Background: an optimization exercise with open tools, aiming at small area. Do not read the settings as production practice. At most, simulation tests tie the RTL to the original design; equivalence was not proved.

## pg_top
module pg_top #(
    parameter int phase_slots = 32
) (
    input  logic       i_EMUCLK,
    input  logic       i_rst,
    input  logic [6:0] i_kc,
    input  logic [5:0] i_kf,
    input  logic [2:0] i_dt1,
    input  logic [3:0] i_mul,
    input  logic       i_phase_rst,
    output logic [9:0] o_phase,
    output logic [4:0] o_eg_shift
);
Size in the first run: about 1500 cells after synthesis, roughly 710 flip-flops, about 38 I/O pins, about 0.020 mm^2 of cells after synthesis.
==> module pg_octave_detune, before the edit <==
module pg_octave_detune
(
    input  logic [fnum_base_w-1:0] i_fnum,
    input  logic [2:0]             i_block,
    input  logic [4:0]             i_mag,
    input  logic                   i_neg,
    output logic [pdelta_w-1:0]    o_sum
);
    logic [13:0]            sh1;
    logic [15:0]            sh2;
    logic [18:0]            sh4;
    logic [pdelta_w-1:0]    shifted;
    logic [5:0]             det_lo;
    logic                   det_up, det_dn;
    logic [11:0]            det_hi;
    assign sh1     = i_block[0] ? {1'b0, i_fnum, 1'b0} : {2'b0, i_fnum};
    assign sh2     = i_block[1] ? {sh1, 2'b0} : {2'b0, sh1};
    assign sh4     = i_block[2] ? {sh2[14:0], 4'b0} : {3'b0, sh2};
    assign shifted = sh4[18:2];
    assign o_sum = shifted + (i_neg ? (~{12'b0, i_mag} + 17'd1) : {12'b0, i_mag});
endmodule
==> flow/config.mk <==
export PLATFORM = sky130hd
export DESIGN_NAME = pg_top
export DESIGN_NICKNAME = pg_top
export VERILOG_FILES = /design/flow/design.v
export SDC_FILE = /design/flow/constraint.sdc
export NUM_CORES = 4
export LEC_CHECK = 0
export CAP_MARGIN = 20
export CORE_MARGIN = 2
export CORE_UTILIZATION = 70
export GPL_TIMING_DRIVEN = 0
export SLEW_MARGIN = 20
==> flow/constraint.sdc <==
create_clock -name core_clock -period 5.0 [get_ports {i_EMUCLK}]
set_input_delay 1.0000 -clock core_clock [delete_from_list [all_inputs] [get_ports {i_EMUCLK}]]
set_output_delay 1.0000 -clock core_clock [all_outputs]
set_load 0.01 [all_outputs]
standard.sh (not shown) runs the stock make flow with config.mk's settings and CLKGATE_MAP_FILE= SYNTH_SCRIPT=/design/flow/synth_recipe.tcl, a recipe that flattens the netlist after the stock synthesis.
==> flow/flow/run.sh <==
#!/bin/bash
# The standard layout, with a leaner clock tree (no dummy loads, larger
# sink clusters) and the smallest buffer on each port. The tools' own logs
# stay under orfs/logs; make's output goes to standard.log.
set -u
export CTS_ARGS="-sink_clustering_enable -repair_clock_nets -dont_use_dummy_load -sink_clustering_size 20 -sink_clustering_max_diameter 60 -buf_list sky130_fd_sc_hd__clkbuf_8"
export BUFFER_PORTS_ARGS="-buffer_cell sky130_fd_sc_hd__buf_1"
bash standard.sh > standard.log 2>&1
The first run completed and failed the layout checks on setup timing.
Edit:
--- a/flow/design.v
+++ b/flow/design.v
@@ -743,13 +743,22 @@
     logic                   det_up, det_dn;
     logic [11:0]            det_hi;
     assign sh1     = i_block[0] ? {1'b0, i_fnum, 1'b0} : {2'b0, i_fnum};
     assign sh2     = i_block[1] ? {sh1, 2'b0} : {2'b0, sh1};
     assign sh4     = i_block[2] ? {sh2[14:0], 4'b0} : {3'b0, sh2};
     assign shifted = sh4[18:2];
-    assign o_sum = shifted + (i_neg ? (~{12'b0, i_mag} + 17'd1) : {12'b0, i_mag});
+    assign det_lo = {1'b0, shifted[4:0]} + {1'b0, i_mag ^ {5{i_neg}}} + {5'b0, i_neg};
+    assign det_up = det_lo[5] & ~i_neg;
+    assign det_dn = i_neg & ~det_lo[5];
+    always_comb begin
+        for (int i = 0; i < 12; i++) begin
+            det_hi[i] = shifted[5+i] ^ ((det_up & (&(shifted[16:5] | (12'hfff << i))))
+                                      | (det_dn & ~(|(shifted[16:5] & ~(12'hfff << i)))));
+        end
+    end
+    assign o_sum = {det_hi, det_lo[4:0]};
 endmodule
 `timescale 1ns/1ps
 import pg_format_pkg::*;
 module pg_phase_accum
 #(
     parameter int phase_slots = 32
Outcome: With this change the flow completed with no timing, DRC or antenna violations; critical path depth drops by 8; register-to-register slack degrades by 0.12 ns; cell count does not change; clock-buffer cell count is unchanged; wire length climbs slightly; area after synthesis climbs slightly; via count climbs slightly.
For the first run of this note, only the layout was checked, not whether the RTL still works.


== alpha ==
The RTL this note starts from:
==> flow/design.v <==
package pg_format_pkg;
    localparam int pitch_w     = 13;
    localparam int pdelta_w    = 17;
    localparam int phase_w     = 20;
    localparam int out_phase_w = 10;
    localparam int fnum_base_w = 12;
    typedef struct packed {
        logic [3:0] mcand;
        logic       calcmode;
    } inc_mode1_t;
    typedef struct packed {
        logic [2:0] mcand;
        logic       no_plus4;
        logic       calcmode;
    } inc_mode0_t;
    typedef union packed {
        inc_mode1_t m1;
        inc_mode0_t m0;
    } inc_word_u;
endpackage
package pg_table_pkg;
    function automatic logic [16:0] fnum_rom(input logic [5:0] idx);
        case (idx)
            6'h00: fnum_rom = {12'b010100_010011, 5'b00111};
            6'h01: fnum_rom = {12'b010100_100110, 5'b00111};
            6'h02: fnum_rom = {12'b010100_111001, 5'b00111};
            6'h03: fnum_rom = {12'b010101_001100, 5'b01001};
            6'h04: fnum_rom = {12'b010101_100000, 5'b01001};
            6'h05: fnum_rom = {12'b010101_110100, 5'b01001};
            6'h06: fnum_rom = {12'b010110_001000, 5'b01011};
            6'h07: fnum_rom = {12'b010110_011101, 5'b01001};
            6'h08: fnum_rom = {12'b010110_110010, 5'b01011};
            6'h09: fnum_rom = {12'b010111_000111, 5'b01011};
            6'h0A: fnum_rom = {12'b010111_011101, 5'b01101};
            6'h0B: fnum_rom = {12'b010111_110011, 5'b01101};
            6'h10: fnum_rom = {12'b011000_001001, 5'b01101};
            6'h11: fnum_rom = {12'b011000_011111, 5'b01101};
            6'h12: fnum_rom = {12'b011000_110110, 5'b01111};
            6'h13: fnum_rom = {12'b011001_001101, 5'b01111};
            6'h14: fnum_rom = {12'b011001_100101, 5'b01111};
            6'h15: fnum_rom = {12'b011001_111100, 5'b10001};
            6'h16: fnum_rom = {12'b011010_010101, 5'b10001};
            6'h17: fnum_rom = {12'b011010_101101, 5'b10001};
            6'h18: fnum_rom = {12'b011011_000110, 5'b10011};
            6'h19: fnum_rom = {12'b011011_011111, 5'b10011};
            6'h1A: fnum_rom = {12'b011011_111001, 5'b10101};
            6'h1B: fnum_rom = {12'b011100_010011, 5'b10101};
            6'h20: fnum_rom = {12'b011100_101101, 5'b10101};
            6'h21: fnum_rom = {12'b011101_001000, 5'b10111};
            6'h22: fnum_rom = {12'b011101_100011, 5'b10111};
            6'h23: fnum_rom = {12'b011101_111110, 5'b11001};
            6'h24: fnum_rom = {12'b011110_011010, 5'b11001};
            6'h25: fnum_rom = {12'b011110_110111, 5'b11001};
            6'h26: fnum_rom = {12'b011111_010011, 5'b11011};
            6'h27: fnum_rom = {12'b011111_110000, 5'b11101};
            6'h28: fnum_rom = {12'b100000_001110, 5'b11101};
            6'h29: fnum_rom = {12'b100000_101100, 5'b11101};
            6'h2A: fnum_rom = {12'b100001_001010, 5'b11111};
            6'h2B: fnum_rom = {12'b100001_101001, 5'b11111};
            6'h30: fnum_rom = {12'b100010_001001, 5'b11111};
            6'h31: fnum_rom = {12'b100010_101000, 5'b11110};
            6'h32: fnum_rom = {12'b100011_001001, 5'b11110};
            6'h33: fnum_rom = {12'b100011_101001, 5'b11110};
            6'h34: fnum_rom = {12'b100100_001011, 5'b11110};
            6'h35: fnum_rom = {12'b100100_101100, 5'b11110};
            6'h36: fnum_rom = {12'b100101_001110, 5'b11100};
            6'h37: fnum_rom = {12'b100101_110001, 5'b11100};
            6'h38: fnum_rom = {12'b100110_010100, 5'b11100};
            6'h39: fnum_rom = {12'b100110_111000, 5'b11100};
            6'h3A: fnum_rom = {12'b100111_011100, 5'b11100};
            6'h3B: fnum_rom = {12'b101000_000001, 5'b11100};
            default: fnum_rom = '0;
        endcase
    endfunction
    function automatic logic [11:0] fnum_base_lookup(input logic [5:0] idx);
        logic [16:0] entry;
        entry = fnum_rom(idx);
        fnum_base_lookup = entry[16:5];
    endfunction
    function automatic logic [4:0] fnum_inc_lookup(input logic [5:0] idx);
        logic [16:0] entry;
        entry = fnum_rom(idx);
        fnum_inc_lookup = entry[4:0];
    endfunction
    function automatic logic [3:0] dt1_intensity_offset(input logic [1:0] dt1_lo);
        case (dt1_lo)
            2'd0: dt1_intensity_offset = 4'd0;
            2'd1: dt1_intensity_offset = 4'd8;
            2'd2: dt1_intensity_offset = 4'd10;
            default: dt1_intensity_offset = 4'd11;
        endcase
    endfunction
    function automatic logic [4:0] dt1_base_lookup(input logic odd, input logic [1:0] sel);
        case ({odd, sel})
            3'b0_00: dt1_base_lookup = 5'b10000;
            3'b0_01: dt1_base_lookup = 5'b10001;
            3'b0_10: dt1_base_lookup = 5'b10011;
            3'b0_11: dt1_base_lookup = 5'b10100;
            3'b1_00: dt1_base_lookup = 5'b10110;
            3'b1_01: dt1_base_lookup = 5'b11000;
            3'b1_10: dt1_base_lookup = 5'b11011;
            default: dt1_base_lookup = 5'b11101;
        endcase
    endfunction
endpackage
`timescale 1ns/1ps
import pg_format_pkg::*;
import pg_table_pkg::*;
module pg_fnum_path
(
    input  logic [6:0]          i_kc,
    input  logic [5:0]          i_kf,
    output logic [fnum_base_w-1:0] o_fnum
);
    logic [fnum_base_w-1:0]   base;
    pg_format_pkg::inc_word_u inc;
    logic [3:0]               mult;
    logic [4:0]               lead;
    logic [6:0]               inc_sum;
    assign base = pg_table_pkg::fnum_base_lookup({i_kc[3:0], i_kf[5:4]});
    assign inc  = pg_table_pkg::fnum_inc_lookup({i_kc[3:0], i_kf[5:4]});
    assign mult = i_kf[3:0];
    logic       mode0;
    logic [4:0] lead_m1;
    logic [2:0] extra;
    assign mode0   = !inc.m1.calcmode;
    assign lead    = mode0 ? {1'b1, inc.m0.mcand, 1'b1} : {1'b1, inc.m1.mcand};
    assign lead_m1 = mode0 ? 5'd8 : (lead >> 2);
    assign extra   = mode0 ? {&mult[3:2] && !inc.m0.no_plus4, mult[0], mult[3]} : 3'd0;
    assign inc_sum = 7'(lead & {5{mult[3]}})
                   + 7'((lead >> 1) & {5{mult[2]}})
                   + 7'(lead_m1 & {5{mult[1]}})
                   + 7'((lead >> 3) & {5{mult[0]}})
                   + 7'(extra);
    assign o_fnum = base + {6'b0, inc_sum[6:1]};
endmodule
`timescale 1ns/1ps
import pg_format_pkg::*;
import pg_table_pkg::*;
module pg_detune_path
(
    input  logic [6:0]          i_kc,
    input  logic [2:0]          i_dt1,
    output logic [4:0]          o_mag,
    output logic                o_neg
);
    logic [4:0] shift;
    logic [4:0] intensity;
    logic [1:0] base_sel;
    logic [4:0] base;
    logic [4:0] mag;
    assign shift = i_kc[6:2];
    assign intensity = {2'b00, shift[4:2]} + {1'b0, pg_table_pkg::dt1_intensity_offset(i_dt1[1:0])} + 5'd1;
    assign base_sel  = (shift >= 5'd28) ? 2'd0 : shift[1:0];
    assign base      = pg_table_pkg::dt1_base_lookup(intensity[0], base_sel);
    always_comb begin
        if (i_dt1[1:0] == 2'b00) begin
            mag = '0;
        end else begin
            case (intensity[4:1])
                4'd5: mag = {4'b0, base[4]};
                4'd6: mag = {3'b0, base[4:3]};
                4'd7: mag = {2'b0, base[4:2]};
                4'd8: mag = {1'b0, base[4:1]};
                4'd9: mag = base;
                default: mag = '0;
            endcase
        end
    end
    assign o_mag = mag;
    assign o_neg = i_dt1[2];
endmodule
`timescale 1ns/1ps
import pg_format_pkg::*;
module pg_phase_accum
#(
    parameter int phase_slots = 32
) (
    input  logic                   i_EMUCLK,
    input  logic                   i_rst,
    input  logic [pdelta_w-1:0]    i_sum,
    input  logic [3:0]             i_mul,
    input  logic                   i_phase_rst,
    output logic                   o_live,
    output logic [out_phase_w-1:0] o_phase
);
    logic [5:0]             since_rst;
    logic                   ring_live;
    logic                   stage_live;
    logic                   tap_live;
    logic [phase_w-1:0]     prod;
    logic [phase_w-1:0]     old_phase;
    logic [phase_w-1:0]     ring [0:phase_slots-1];
    always_ff @(posedge i_EMUCLK) begin
        if (i_rst) begin
            since_rst <= '0;
        end else if (!since_rst[5]) begin
            since_rst <= since_rst + 6'd1;
        end
    end
    assign stage_live = since_rst > 6'd1;
    assign ring_live  = since_rst[5];
    assign tap_live   = since_rst > 6'd4;
    assign o_live     = since_rst > 6'd3;
    logic [phase_w-1:0] row0, row1, row2, row3;
    assign row0 = i_mul[0] ? {3'b0, i_sum} : ((i_mul == 4'd0) ? {4'b0, i_sum[16:1]} : '0);
    assign row1 = i_mul[1] ? {2'b0, i_sum, 1'b0} : '0;
    assign row2 = i_mul[2] ? {1'b0, i_sum, 2'b0} : '0;
    assign row3 = i_mul[3] ? {i_sum, 3'b0} : '0;
    assign old_phase = ring_live ? ring[phase_slots-1] : '0;
    always_ff @(posedge i_EMUCLK) begin
        if (!stage_live || i_phase_rst) begin
            ring[0] <= '0;
        end else begin
            ring[0] <= old_phase + row0 + row1 + row2 + row3;
        end
        for (int i = 1; i < phase_slots; i++) begin
            ring[i] <= ring[i-1];
        end
    end
    assign o_phase = tap_live ? ring[4][phase_w-1:phase_w-out_phase_w] : '0;
endmodule
`timescale 1ns/1ps
import pg_format_pkg::*;
module pg_top #(
    parameter int phase_slots = 32
) (
    input  logic       i_EMUCLK,
    input  logic       i_rst,
    input  logic [6:0] i_kc,
    input  logic [5:0] i_kf,
    input  logic [2:0] i_dt1,
    input  logic [3:0] i_mul,
    input  logic       i_phase_rst,
    output logic [9:0] o_phase,
    output logic [4:0] o_eg_shift
);
    logic [fnum_base_w-1:0] fnum;
    logic [4:0]             det_mag;
    logic                   det_neg;
    logic [fnum_base_w-1:0] fnum_s1;
    logic [4:0]             mag_s1;
    logic                   neg_s1;
    logic [3:0]             mul_s1, mul_s2;
    logic                   prst_s1, prst_s2;
    logic [4:0]             shift_s1, shift_s2, shift_s3, shift_s4;
    logic [pdelta_w-1:0]    shifted;
    logic [pdelta_w-1:0]    sum_s2;
    logic                   eg_live;
    pg_fnum_path u_fnum_path (
        .i_kc   (i_kc),
        .i_kf   (i_kf),
        .o_fnum (fnum)
    );
    pg_detune_path u_detune_path (
        .i_kc  (i_kc),
        .i_dt1 (i_dt1),
        .o_mag (det_mag),
        .o_neg (det_neg)
    );
    logic [13:0]            sh1;
    logic [15:0]            sh2;
    logic [18:0]            sh4;
    assign sh1     = shift_s1[2] ? {1'b0, fnum_s1, 1'b0} : {2'b0, fnum_s1};
    assign sh2     = shift_s1[3] ? {sh1, 2'b0} : {2'b0, sh1};
    assign sh4     = shift_s1[4] ? {sh2[14:0], 4'b0} : {3'b0, sh2};
    assign shifted = sh4[18:2];
    logic [5:0]             det_lo;
    logic                   det_up, det_dn;
    logic [11:0]            det_hi;
    assign det_lo = {1'b0, shifted[4:0]} + {1'b0, mag_s1 ^ {5{neg_s1}}} + {5'b0, neg_s1};
    assign det_up = det_lo[5] & ~neg_s1;
    assign det_dn = neg_s1 & ~det_lo[5];
    always_comb begin
        for (int i = 0; i < 12; i++) begin
            det_hi[i] = shifted[5+i] ^ ((det_up & (&(shifted[16:5] | (12'hfff << i))))
                                      | (det_dn & ~(|(shifted[16:5] & ~(12'hfff << i)))));
        end
    end
    always_ff @(posedge i_EMUCLK) begin
        fnum_s1  <= fnum;
        mag_s1   <= det_mag;
        neg_s1   <= det_neg;
        mul_s1   <= i_mul;
        prst_s1  <= i_phase_rst;
        shift_s1 <= i_kc[6:2];
        sum_s2   <= {det_hi, det_lo[4:0]};
        mul_s2   <= mul_s1;
        prst_s2  <= prst_s1;
        shift_s2 <= shift_s1;
        shift_s3 <= shift_s2;
        shift_s4 <= shift_s3;
    end
    pg_phase_accum #(
        .phase_slots (phase_slots)
    ) u_phase_accum (
        .i_EMUCLK    (i_EMUCLK),
        .i_rst       (i_rst),
        .i_sum       (sum_s2),
        .i_mul       (mul_s2),
        .i_phase_rst (prst_s2),
        .o_live      (eg_live),
        .o_phase     (o_phase)
    );
    assign o_eg_shift = eg_live ? shift_s4 : '0;
endmodule
Settings: LEC_CHECK=0, CAP_MARGIN=20, CORE_MARGIN=2, CORE_UTILIZATION=60, CTS_BUF_LIST=sky130_fd_sc_hd__clkbuf_4 sky130_fd_sc_hd__clkbuf_8, CTS_CLUSTER_DIAMETER=60, CTS_CLUSTER_SIZE=20, SLEW_MARGIN=20; clock period 5.0 ns.
run.sh (not shown) runs the stock make flow with config.mk's settings and CLKGATE_MAP_FILE= SYNTH_SCRIPT=/design/flow/synth_recipe.tcl, a recipe that flattens the netlist after the stock synthesis.
Stock flow here: none of the scripts above is used.
alpha: complete, dirty (negative setup slack)
Edits applied to the flow inputs when going from alpha to beta:
diff --git a/flow/design.v b/flow/design.v
--- a/flow/design.v
+++ b/flow/design.v
@@ -107,13 +107,14 @@
 import pg_format_pkg::*;
 import pg_table_pkg::*;
 module pg_fnum_path
 (
     input  logic [6:0]          i_kc,
     input  logic [5:0]          i_kf,
-    output logic [fnum_base_w-1:0] o_fnum
+    output logic [fnum_base_w-1:0] o_base,
+    output logic [5:0]             o_half
 );
     logic [fnum_base_w-1:0]   base;
     pg_format_pkg::inc_word_u inc;
     logic [3:0]               mult;
     logic [4:0]               lead;
     logic [6:0]               inc_sum;
@@ -129,13 +130,14 @@
     assign extra   = mode0 ? {&mult[3:2] && !inc.m0.no_plus4, mult[0], mult[3]} : 3'd0;
     assign inc_sum = 7'(lead & {5{mult[3]}})
                    + 7'((lead >> 1) & {5{mult[2]}})
                    + 7'(lead_m1 & {5{mult[1]}})
                    + 7'((lead >> 3) & {5{mult[0]}})
                    + 7'(extra);
-    assign o_fnum = base + {6'b0, inc_sum[6:1]};
+    assign o_base = base;
+    assign o_half = inc_sum[6:1];
 endmodule
 `timescale 1ns/1ps
 import pg_format_pkg::*;
 import pg_table_pkg::*;
 module pg_detune_path
 (
@@ -232,35 +234,40 @@
     input  logic [2:0] i_dt1,
     input  logic [3:0] i_mul,
     input  logic       i_phase_rst,
     output logic [9:0] o_phase,
     output logic [4:0] o_eg_shift
 );
-    logic [fnum_base_w-1:0] fnum;
+    logic [fnum_base_w-1:0] fbase;
+    logic [5:0]             fhalf;
+    logic [fnum_base_w-1:0] fnum_s1;
     logic [4:0]             det_mag;
     logic                   det_neg;
-    logic [fnum_base_w-1:0] fnum_s1;
+    logic [fnum_base_w-1:0] base_s1;
+    logic [5:0]             half_s1;
     logic [4:0]             mag_s1;
     logic                   neg_s1;
     logic [3:0]             mul_s1, mul_s2;
     logic                   prst_s1, prst_s2;
     logic [4:0]             shift_s1, shift_s2, shift_s3, shift_s4;
     logic [pdelta_w-1:0]    shifted;
     logic [pdelta_w-1:0]    sum_s2;
     logic                   eg_live;
     pg_fnum_path u_fnum_path (
         .i_kc   (i_kc),
         .i_kf   (i_kf),
-        .o_fnum (fnum)
+        .o_base (fbase),
+        .o_half (fhalf)
     );
     pg_detune_path u_detune_path (
         .i_kc  (i_kc),
         .i_dt1 (i_dt1),
         .o_mag (det_mag),
         .o_neg (det_neg)
     );
+    assign fnum_s1 = base_s1 + {6'b0, half_s1};
     logic [13:0]            sh1;
     logic [15:0]            sh2;
     logic [18:0]            sh4;
     assign sh1     = shift_s1[2] ? {1'b0, fnum_s1, 1'b0} : {2'b0, fnum_s1};
     assign sh2     = shift_s1[3] ? {sh1, 2'b0} : {2'b0, sh1};
     assign sh4     = shift_s1[4] ? {sh2[14:0], 4'b0} : {3'b0, sh2};
@@ -275,13 +282,14 @@
         for (int i = 0; i < 12; i++) begin
             det_hi[i] = shifted[5+i] ^ ((det_up & (&(shifted[16:5] | (12'hfff << i))))
                                       | (det_dn & ~(|(shifted[16:5] & ~(12'hfff << i)))));
         end
     end
     always_ff @(posedge i_EMUCLK) begin
-        fnum_s1  <= fnum;
+        base_s1  <= fbase;
+        half_s1  <= fhalf;
         mag_s1   <= det_mag;
         neg_s1   <= det_neg;
         mul_s1   <= i_mul;
         prst_s1  <= i_phase_rst;
         shift_s1 <= i_kc[6:2];
         sum_s2   <= {det_hi, det_lo[4:0]};
The final layout from beta, which completed every stage, passed the timing, DRC and antenna checks at the end of the flow. On final instance count without filler cells, the higher figure sits with beta, not alpha. A critical path class of register to register is what beta shows, while input pin to register belongs to alpha. Delta (beta minus alpha): cell area rose by 280 sq um, detailed-route wire length per cell picked up an extra 9.3%, data required time at the worst endpoint up 60 ps, worst slack at placement increased by 1040 ps relative to the old numbers.
Function not checked in alpha: the RTL went through the layout flow alone.

==> re-timing with driven ports <==
How much do the figures lean on ideal ports? The routed layouts below were timed once more, with nothing changed but the port constraints.
Step 1 (the two cells are an assumption about what drives the block):
set clk [get_ports {i_EMUCLK}]
set_driving_cell -lib_cell sky130_fd_sc_hd__clkbuf_16 $clk
set_driving_cell -lib_cell sky130_fd_sc_hd__buf_2 [delete_from_list [all_inputs] $clk]
Step 2 moves the port delays by t, midway between the first and last clock arrival at a register: inputs arrive t later, outputs are due t later. That takes back most of the time a late clock gives input paths.
a / b / c = ideal / step 1 / step 2; a / b = the first two.
run | t, ns | setup slack, ns | worst setup path at the end
the first run of note 1 | 0.588 | -0.012 / -0.014 / -0.602 | input to register
the second run of note 1 | 0.605 | 0.122 / 0.122 / -0.423 | input to register
alpha | 0.639 | -0.026 / -0.015 / -0.654 | input to register
beta | 0.659 | 0.214 / 0.214 / -0.351 | input to register
With both steps, setup timing fails in the second run of note 1 and beta, where it was met with ideal ports. For alpha, which loses most, drivers alone change the setup slack by +0.011 ns; drivers and shift together by -0.628 ns.
